This design comes from an exercise in tuning for small area, a short achievable clock period and few clock cycles on the open sky130 flow, not from production work. Where RTL was checked, it was by simulation tests only, not by an equivalence proof against the original. Power figures rest on the tool's default switching activity, not on a simulated workload.

Design circular_deque, start of the top module:
module circular_deque #(
  parameter int unsigned DEPTH = cdq_pkg::DEPTH_DEF
) (
  input  logic                              clk_i,
  input  logic                              rst_ni,
  input  logic                              req_valid_i,
  output logic                              req_ready_o,
  input  logic [cdq_pkg::OP_W-1:0]          req_operation_i,
  input  logic signed [cdq_pkg::DATA_W-1:0] req_push_value_i,
  output logic                              rsp_valid_o,
  input  logic                              rsp_ready_i,
  output logic                              rsp_status_o,
  output logic signed [cdq_pkg::DATA_W-1:0] rsp_popped_value_o,
  output logic                              rsp_is_full_o,
  output logic                              rsp_is_empty_o
);
For scale: ~1100 cells after synthesis, ~580 flip-flops, ~75 I/O pins, about 21000 um^2 of cells after synthesis.
==> module circular_deque, before the edit <==
module circular_deque #(
  parameter int unsigned DEPTH = cdq_pkg::DEPTH_DEF
) (
  input  logic                              clk_i,
  input  logic                              rst_ni,
  input  logic                              req_valid_i,
  output logic                              req_ready_o,
  input  logic [cdq_pkg::OP_W-1:0]          req_operation_i,
  input  logic signed [cdq_pkg::DATA_W-1:0] req_push_value_i,
  output logic                              rsp_valid_o,
  input  logic                              rsp_ready_i,
  output logic                              rsp_status_o,
  output logic signed [cdq_pkg::DATA_W-1:0] rsp_popped_value_o,
  output logic                              rsp_is_full_o,
  output logic                              rsp_is_empty_o
);
  localparam int unsigned DW = cdq_pkg::DATA_W;
  localparam int unsigned N  = 16;
  logic [DW-1:0] ring_mem [N];
  logic [3:0] h_q, t_q;
  logic [4:0] cnt_q;
  logic       full_q, empty_q;
  logic       busy_q;   
  logic         p_v_q, p_st_q, p_full_q, p_empty_q;
  logic [N-1:0] p_sel_q;
  logic          o_v_q, o_st_q, o_full_q, o_empty_q;
  logic [DW-1:0] o_val_q;
  logic [N-1:0] dec_h, dec_t, wr_en, rd_sel;
  logic op_pr, op_pf, op_qf, op_qr, accept, ok;
  logic [DW-1:0] p_val;
  logic o_free, p_to_o, p_v_d, o_v_d, ready;
  always_comb begin
    for (int i = 0; i < N; i++) begin
      dec_h[i] = (h_q == 4'(i));
      dec_t[i] = (t_q == 4'(i));
    end
  end
  assign op_pr  = (req_operation_i == cdq_pkg::OP_PUSH_REAR);
  assign op_pf  = (req_operation_i == cdq_pkg::OP_PUSH_FRONT);
  assign op_qf  = (req_operation_i == cdq_pkg::OP_POP_FRONT);
  assign op_qr  = (req_operation_i == cdq_pkg::OP_POP_REAR);
  assign accept = req_valid_i && ready;
  assign ok     = req_operation_i[1] ? !empty_q : !full_q;
  always_comb begin
    for (int i = 0; i < N; i++) begin
      wr_en[i]  = accept && !full_q &&
                  ((op_pr && dec_t[i]) || (op_pf && dec_h[(i + 1) % N]));
      rd_sel[i] = !empty_q &&
                  ((op_qf && dec_h[i]) || (op_qr && dec_t[(i + 1) % N]));
    end
  end
  always_ff @(posedge clk_i) begin
    for (int i = 0; i < N; i++) begin
      if (wr_en[i]) ring_mem[i] <= req_push_value_i;
    end
  end
  always_ff @(posedge clk_i or negedge rst_ni) begin
    if (!rst_ni) begin
      h_q     <= '0;
      t_q     <= '0;
      cnt_q   <= '0;
      full_q  <= 1'b0;
      empty_q <= 1'b1;
    end else if (accept && ok) begin
      if (!req_operation_i[1]) begin
        cnt_q   <= cnt_q + 5'd1;
        full_q  <= (cnt_q == 5'd15);
        empty_q <= 1'b0;
      end else begin
        cnt_q   <= cnt_q - 5'd1;
        full_q  <= 1'b0;
        empty_q <= (cnt_q == 5'd1);
      end
      case (req_operation_i)
        cdq_pkg::OP_PUSH_REAR:  t_q <= t_q + 4'd1;
        cdq_pkg::OP_PUSH_FRONT: h_q <= h_q - 4'd1;
        cdq_pkg::OP_POP_FRONT:  h_q <= h_q + 4'd1;
        default:                t_q <= t_q - 4'd1;
      endcase
    end
  end
  always_ff @(posedge clk_i) begin
    if (accept) begin
      p_sel_q   <= rd_sel;
      p_st_q    <= !ok;
      p_full_q  <= !req_operation_i[1] && (full_q || cnt_q == 5'd15);
      p_empty_q <= req_operation_i[1] && (empty_q || cnt_q == 5'd1);
    end
  end
  always_comb begin
    p_val = '0;
    for (int i = 0; i < N; i++) p_val = p_val | ({DW{p_sel_q[i]}} & ring_mem[i]);
  end
  assign o_free = !o_v_q || rsp_ready_i;
  assign p_to_o = p_v_q && o_free;
  assign ready  = !busy_q || rsp_ready_i;
  assign p_v_d  = accept || (p_v_q && !o_free);
  assign o_v_d  = p_to_o || (o_v_q && !rsp_ready_i);
  always_ff @(posedge clk_i or negedge rst_ni) begin
    if (!rst_ni) begin
      p_v_q   <= 1'b0;
      o_v_q   <= 1'b0;
      busy_q  <= 1'b0;
    end else begin
      p_v_q   <= p_v_d;
      o_v_q   <= o_v_d;
      busy_q  <= p_v_d && o_v_d;
    end
  end
  always_ff @(posedge clk_i) begin
    if (p_to_o) begin
      o_st_q    <= p_st_q;
      o_val_q   <= p_val;
      o_full_q  <= p_full_q;
      o_empty_q <= p_empty_q;
    end
  end
  assign req_ready_o        = ready;
  assign rsp_valid_o        = o_v_q;
  assign rsp_status_o       = o_st_q;
  assign rsp_popped_value_o = o_val_q;
  assign rsp_is_full_o      = o_full_q;
  assign rsp_is_empty_o     = o_empty_q;
endmodule
export LEC_CHECK = 0
export CAP_MARGIN = 20
export CORE_MARGIN = 2
export CORE_UTILIZATION = 60
export CTS_BUF_LIST = sky130_fd_sc_hd__clkbuf_8
export SETUP_SLACK_MARGIN = 2.4
export SLEW_MARGIN = 20
create_clock -name core_clock -period 4.5 [get_ports {clk_i}]
run.sh (not shown) runs the stock make flow with config.mk's settings and CLKGATE_MAP_FILE= SYNTH_SCRIPT=/design/flow/synth_recipe.tcl, a recipe that flattens the netlist after the stock synthesis.
Testbench counts at the start, summed over its fixed seeds: cycles 16,016.
Edit:
--- a/flow/design.v
+++ b/flow/design.v
@@ -29,30 +29,32 @@
   localparam int unsigned N  = 16;
   logic [DW-1:0] ring_mem [N];
   logic [3:0] h_q, t_q;
   logic [4:0] cnt_q;
   logic       full_q, empty_q;
-  logic       busy_q;   
+  logic       ready_q;
   logic         p_v_q, p_st_q, p_full_q, p_empty_q;
   logic [N-1:0] p_sel_q;
   logic          o_v_q, o_st_q, o_full_q, o_empty_q;
   logic [DW-1:0] o_val_q;
+  logic          s_v_q, s_st_q, s_full_q, s_empty_q;
+  logic [DW-1:0] s_val_q;
   logic [N-1:0] dec_h, dec_t, wr_en, rd_sel;
   logic op_pr, op_pf, op_qf, op_qr, accept, ok;
   logic [DW-1:0] p_val;
-  logic o_free, p_to_o, p_v_d, o_v_d, ready;
+  logic o_free, p_to_o, p_to_s, s_to_o, p_leave, p_v_d, s_v_d;
   always_comb begin
     for (int i = 0; i < N; i++) begin
       dec_h[i] = (h_q == 4'(i));
       dec_t[i] = (t_q == 4'(i));
     end
   end
   assign op_pr  = (req_operation_i == cdq_pkg::OP_PUSH_REAR);
   assign op_pf  = (req_operation_i == cdq_pkg::OP_PUSH_FRONT);
   assign op_qf  = (req_operation_i == cdq_pkg::OP_POP_FRONT);
   assign op_qr  = (req_operation_i == cdq_pkg::OP_POP_REAR);
-  assign accept = req_valid_i && ready;
+  assign accept = req_valid_i && ready_q;
   assign ok     = req_operation_i[1] ? !empty_q : !full_q;
   always_comb begin
     for (int i = 0; i < N; i++) begin
       wr_en[i]  = accept && !full_q &&
                   ((op_pr && dec_t[i]) || (op_pf && dec_h[(i + 1) % N]));
@@ -100,35 +102,50 @@
   end
   always_comb begin
     p_val = '0;
     for (int i = 0; i < N; i++) p_val = p_val | ({DW{p_sel_q[i]}} & ring_mem[i]);
   end
-  assign o_free = !o_v_q || rsp_ready_i;
-  assign p_to_o = p_v_q && o_free;
-  assign ready  = !busy_q || rsp_ready_i;
-  assign p_v_d  = accept || (p_v_q && !o_free);
-  assign o_v_d  = p_to_o || (o_v_q && !rsp_ready_i);
+  assign o_free  = !o_v_q || rsp_ready_i;
+  assign s_to_o  = o_free && s_v_q;
+  assign p_to_o  = o_free && !s_v_q && p_v_q;
+  assign p_to_s  = p_v_q && (s_v_q ? o_free : !o_free);
+  assign p_leave = p_to_o || p_to_s;
+  assign p_v_d   = accept || (p_v_q && !p_leave);
+  assign s_v_d   = p_to_s || (s_v_q && !s_to_o);
   always_ff @(posedge clk_i or negedge rst_ni) begin
     if (!rst_ni) begin
       p_v_q   <= 1'b0;
       o_v_q   <= 1'b0;
-      busy_q  <= 1'b0;
+      s_v_q   <= 1'b0;
+      ready_q <= 1'b1;
     end else begin
       p_v_q   <= p_v_d;
-      o_v_q   <= o_v_d;
-      busy_q  <= p_v_d && o_v_d;
+      s_v_q   <= s_v_d;
+      o_v_q   <= s_to_o || p_to_o || (o_v_q && !rsp_ready_i);
+      ready_q <= !(p_v_d && s_v_d);
     end
   end
   always_ff @(posedge clk_i) begin
-    if (p_to_o) begin
+    if (s_to_o) begin
+      o_st_q    <= s_st_q;
+      o_val_q   <= s_val_q;
+      o_full_q  <= s_full_q;
+      o_empty_q <= s_empty_q;
+    end else if (p_to_o) begin
       o_st_q    <= p_st_q;
       o_val_q   <= p_val;
       o_full_q  <= p_full_q;
       o_empty_q <= p_empty_q;
     end
+    if (p_to_s) begin
+      s_st_q    <= p_st_q;
+      s_val_q   <= p_val;
+      s_full_q  <= p_full_q;
+      s_empty_q <= p_empty_q;
+    end
   end
-  assign req_ready_o        = ready;
+  assign req_ready_o        = ready_q;
   assign rsp_valid_o        = o_v_q;
   assign rsp_status_o       = o_st_q;
   assign rsp_popped_value_o = o_val_q;
   assign rsp_is_full_o      = o_full_q;
   assign rsp_is_empty_o     = o_empty_q;
=> Sequential share of layout area fell by 3.9 points; die area rose by a few percent; design area rose by roughly a tenth; count of clock-buffer cells in the layout rose by 3; global-route usage rose by 0.96 points; maximum frequency rose by a few percent; worst setup slack is better by 0.10 ns; combinational power rose by well over a third; worst hold slack is better by 0.036 ns; area after synthesis rose by a little under a tenth.
Only the layout flow was run in the second run of this note; the RTL was not checked for function there.

==> re-timing with driven ports <==
The flow's constraints put no driver on any port. The routed layouts listed below were extracted and timed again, unchanged, in two steps.
Step 1 (the two cells are an assumption about what drives the block):
set clk [get_ports {clk_i}]
set_driving_cell -lib_cell sky130_fd_sc_hd__clkbuf_16 $clk
set_driving_cell -lib_cell sky130_fd_sc_hd__buf_2 [delete_from_list [all_inputs] $clk]
Step 2 times the ports against the registers' clock, not the clock port: input delays grow and output delays shrink by t, the midpoint of the rising clock arrivals with the driver on.
Slacks: ideal / step 1 / step 2; pairs: ideal / step 1.
| run | t (ns) | setup slack, ns | hold WS [ns] | worst register clock-pin slew, ns | worst data-port slew with drivers (ns) |
|---|---|---|---|---|---|
| the first run | 0.688 | 2.208 / 2.177 / 1.747 | 0.422 / 0.422 / 0.422 | 0.07 / 0.07 | 0.05 |
| the second run | 0.698 | 2.310 / 2.259 / 1.679 | 0.457 / 0.457 / 0.457 | 0.07 / 0.07 | 0.08 |
After both steps setup and hold are still met in every run listed. The setup slack of the second run, which loses most, moves by -0.051 ns with the drivers and by -0.631 ns with both steps.
